What follows belongs to an exercise in optimizing a design on an open flow for small area; a production flow would make more cautious choices.
At most, simulation tests tie the RTL to the original design; equivalence was not proved.
Power is estimated from default activity; no workload was simulated.

indigo:
==> flow/design.v (excerpt) <==
module midi_synth_top #(
    parameter int NUM_VOICES    = 4,
    parameter int ATTACK_TIME   = 4,
    parameter int SUSTAIN_TIME  = 40,
    parameter int REL_TIME      = 8,
    parameter int SAMPLE_DIVIDE = 16
) (
    input  logic                        clk,
    input  logic                        reset,
    input  logic [7:0]                  midi_byte,
    input  logic                        midi_valid,
    input  logic [15:0]                 sustain_inc,
    output logic signed [15:0]          mix_sample,
    output logic                        mix_valid,
    output logic [NUM_VOICES-1:0]       voice_on,
    output logic [NUM_VOICES-1:0][7:0]  voice_gain
);
    logic                       note_event;
    logic [5:0]                 ev_idx;
    logic                       ev_on;
    logic                       pedal;
    logic [NUM_VOICES-1:0]      update_voice;
    logic [NUM_VOICES-1:0][5:0] voice_note;
    logic [NUM_VOICES-1:0]      zero_crossing;
    logic [15:0]                sustain_n;
    logic [15:0]                head_phase;
    logic                       started, tick, wpass;
    logic [1:0]                 slot;
    always_comb begin
        logic c;
        c = 1'b0;
        for (int i = 0; i < 16; i++) begin
            sustain_n[i] = ~(sustain_inc[i] ^ 1'(SUSTAIN_TIME >> i) ^ c);
            c = (sustain_inc[i] & 1'(SUSTAIN_TIME >> i)) | (c & (sustain_inc[i] ^ 1'(SUSTAIN_TIME >> i)));
        end
    end
    midi_byte_parser parser_i (
        .clk, .reset, .midi_byte, .midi_valid, .note_event, .ev_idx, .ev_on, .pedal
    );
    voice_allocator #(.NUM_VOICES(NUM_VOICES)) allocator_i (
        .clk, .reset, .note_event, .ev_idx, .ev_on, .voice_on, .voice_note, .update_voice
    );
    for (genvar v = 0; v < NUM_VOICES; v++) begin : g_voice
        harmonic_dynamics #(
            .ATTACK_TIME(ATTACK_TIME), .SUSTAIN_TIME(SUSTAIN_TIME), .REL_TIME(REL_TIME)
        ) envelope_i (
            .clk, .reset,
            .key_down(update_voice[v] && ev_on), .key_up(update_voice[v] && !ev_on),
            .ev_idx, .generate_next(tick), .pedal, .sustain_n,
            .zero_crossing(zero_crossing[v]),
            .voice_on(voice_on[v]), .note(voice_note[v]), .gain(voice_gain[v])
        );
    end
  ...
clock: 12.0 ns
lec_check: 0
abc_area: 1
cap_margin: 20
core_margin: 2
core_utilization: 65
cts_buf_list: sky130_fd_sc_hd__clkbuf_4
cts_cluster_size: 20
slew_margin: 20
run.sh (not shown) runs the stock make flow with config.mk's settings and CLKGATE_MAP_FILE= SYNTH_SCRIPT=/design/flow/synth_recipe.tcl, a recipe that flattens the netlist after the stock synthesis.
--- input diff indigo..nickel ---
- ABC_AREA no longer set, was 1
Results
- The final reports for nickel and indigo show clock share of power higher in the former.
- Diff indigo -> nickel: mux contribution to synthesized area now sits higher, total iterations of the first detailed-routing run increased 2.
Function was not checked in any run of this note: the RTL went through the layout flow alone.

========
Another version of the RTL of midi_synth_top (not shown whole).
Size in the first run: ~320 flip-flops.
==> flow/config.mk <==
export PLATFORM = sky130hd
export DESIGN_NAME = midi_synth_top
export DESIGN_NICKNAME = midi_synth_top
export VERILOG_FILES = /design/flow/design.v
export SDC_FILE = /design/flow/constraint.sdc
export NUM_CORES = 4
export LEC_CHECK = 0
export ABC_AREA = 1
export CAP_MARGIN = 20
export CORE_MARGIN = 2
export CORE_UTILIZATION = 65
export CTS_BUF_LIST = sky130_fd_sc_hd__clkbuf_8
export CTS_CLUSTER_DIAMETER = 70
export CTS_CLUSTER_SIZE = 18
export SLEW_MARGIN = 20
==> flow/constraint.sdc <==
create_clock -name core_clock -period 12.0 [get_ports {clk}]
set_input_delay 2.4000 -clock core_clock [delete_from_list [all_inputs] [get_ports {clk}]]
set_output_delay 2.4000 -clock core_clock [all_outputs]
set_load 0.01 [all_outputs]
Edit:
==> flow/flow/run.sh (new file) <==
#!/bin/bash
# The standard layout with two changes: the input and output ports are buffered with the
# smallest buffer cell instead of the one buffer_ports picks by itself, and clock tree synthesis
# adds no dummy loads.
set -euo pipefail
export BUFFER_PORTS_ARGS="-buffer_cell sky130_fd_sc_hd__buf_1"
export CTS_ARGS="-sink_clustering_enable -repair_clock_nets -sink_clustering_size 14 -sink_clustering_max_diameter 60 -buf_list sky130_fd_sc_hd__clkbuf_8 -dont_use_dummy_load"
bash standard.sh > standard.log 2>&1
==> flow/standard.sh (new file) <==
#!/bin/bash
# synth_recipe.tcl (not shown) runs the flow's synth.tcl, then flattens the netlist and writes it again
# the make line also repeats each setting of config.mk as NAME=value (left out here)
make -C /OpenROAD-flow-scripts/flow DESIGN_CONFIG=/design/flow/config.mk WORK_HOME=/design/flow/orfs CLKGATE_MAP_FILE= SYNTH_SCRIPT=/design/flow/synth_recipe.tcl "${@:-finish}"
--- a/flow/config.mk
+++ b/flow/config.mk
@@ -10,6 +10,3 @@
 export CORE_MARGIN = 2
-export CORE_UTILIZATION = 65
-export CTS_BUF_LIST = sky130_fd_sc_hd__clkbuf_8
-export CTS_CLUSTER_DIAMETER = 70
-export CTS_CLUSTER_SIZE = 18
+export CORE_UTILIZATION = 75
 export SLEW_MARGIN = 20
removed: flow/run.sh
Worst hold slack got worse by 0.055 ns.
Synthesized cell count does not change.
Cell count came out lower by about 1.2%.
Edit:
==> flow/flow/run.sh (replaced) <==
#!/bin/bash
# The standard layout with two changes: the input and output ports are buffered with the
# smallest buffer cell instead of the one buffer_ports picks by itself, and clock tree synthesis
# adds no dummy loads.
set -euo pipefail
export BUFFER_PORTS_ARGS="-buffer_cell sky130_fd_sc_hd__buf_1"
export CTS_ARGS="-sink_clustering_enable -repair_clock_nets -sink_clustering_size 18 -sink_clustering_max_diameter 70 -buf_list sky130_fd_sc_hd__clkbuf_8 -dont_use_dummy_load"
bash standard.sh > standard.log 2>&1
--- a/flow/config.mk
+++ b/flow/config.mk
@@ -10,3 +10,3 @@
 export CORE_MARGIN = 2
-export CORE_UTILIZATION = 75
+export CORE_UTILIZATION = 65
 export SLEW_MARGIN = 20
Effect: Global-route usage is lower by 5.7 points. Total power is lower by 3.1%. Routed wire length is lower by 4.7%. Utilization is lower by 11 points. Hold slack improved by 0.043 ns. Fmax stays flat. Critical path depth is lower by 1. Final cell count is higher by 0.51%. Synthesized area does not change. Combinational power stays flat. Final area is lower by 0.47%.
Edit:
==> flow/flow/run.sh (replaced) <==
#!/bin/bash
# The standard layout with two changes: the input and output ports are buffered with the
# smallest buffer cell instead of the one buffer_ports picks by itself, and clock tree synthesis
# adds no dummy loads.
set -euo pipefail
export BUFFER_PORTS_ARGS="-buffer_cell sky130_fd_sc_hd__buf_1"
export CTS_ARGS="-sink_clustering_enable -repair_clock_nets -sink_clustering_size 14 -sink_clustering_max_diameter 60 -buf_list sky130_fd_sc_hd__clkbuf_8 -dont_use_dummy_load"
bash standard.sh > standard.log 2>&1
- worst hold slack loses 0.10 ns
- critical path depth drops by 1
- final cell count hardly moves
- sequential cell count does not change
- core utilization climbs by 0.31 points

========
Another version of the RTL of midi_synth_top (not shown whole).
Size: about 2300 cells after synthesis, roughly 320 flip-flops, ~80 I/O pins, roughly 19000 um2 of cells after synthesis.
Settings: LEC_CHECK=0, ABC_AREA=1, CAP_MARGIN=20, CORE_MARGIN=2, CORE_UTILIZATION=65, CTS_BUF_LIST=sky130_fd_sc_hd__clkbuf_4, CTS_CLUSTER_SIZE=20, SLEW_MARGIN=20; clock period 12.0 ns.
standard.sh (not shown) runs the stock make flow with config.mk's settings and CLKGATE_MAP_FILE= SYNTH_SCRIPT=/design/flow/synth_recipe.tcl, a recipe that flattens the netlist after the stock synthesis.
==> flow/flow/run.sh <==
#!/bin/bash
# The standard layout, except that the input and output ports are buffered with the
# smallest buffer cell instead of the one buffer_ports picks by itself.
set -euo pipefail
export BUFFER_PORTS_ARGS="-buffer_cell sky130_fd_sc_hd__buf_1"
bash standard.sh > standard.log 2>&1
==> next run, changes <==
- CTS_BUF_LIST: sky130_fd_sc_hd__clkbuf_4 -> sky130_fd_sc_hd__clkbuf_16
- CTS_CLUSTER_DIAMETER: not set -> 100
- CTS_CLUSTER_SIZE: 20 -> 25
Cell area came out lower by a few percent; sequential power is about the same; hold slack gains 0.015 ns; non-clock buffer count is unchanged; clock-buffer cell count came out lower by 97; sequential cell count stays the same.

[static timing again, ports no longer ideal]
Ports are ideal in the flow. The routed layouts listed here were re-timed in OpenROAD. Step 1 (the two cells are an assumption about what drives the block):
set clk [get_ports {clk}]
set_driving_cell -lib_cell sky130_fd_sc_hd__clkbuf_16 $clk
set_driving_cell -lib_cell sky130_fd_sc_hd__buf_2 [delete_from_list [all_inputs] $clk]
Step 2 moves the port delays by t, midway between the first and last clock arrival at a register: inputs arrive t later, outputs are due t later. That takes back most of the time a late clock gives input paths. a / b / c = no drivers / after step 1 / after step 2; a / b = the first two.
run | t (ns) | setup slack, ns | worst register clock-pin slew, ns
indigo | 0.759 | 0.397 / 0.397 / 0.397 | 0.08 / 0.08
nickel | 0.788 | 0.501 / 0.501 / 0.501 | 0.07 / 0.07
the first run of note 2 | 0.631 | 0.567 / 0.567 / 0.567 | 0.12 / 0.12
the second run of note 2 | 0.621 | 0.652 / 0.652 / 0.652 | 0.10 / 0.10
the third run of note 2 | 0.597 | 0.644 / 0.644 / 0.644 | 0.11 / 0.11
the fourth run of note 2 | 0.618 | 0.631 / 0.631 / 0.631 | 0.09 / 0.09
the first run of note 3 | 0.760 | 0.669 / 0.669 / 0.669 | 0.07 / 0.07
the second run of note 3 | 0.573 | 0.601 / 0.601 / 0.601 | 0.10 / 0.10
After both steps setup and hold are still met in every run listed.
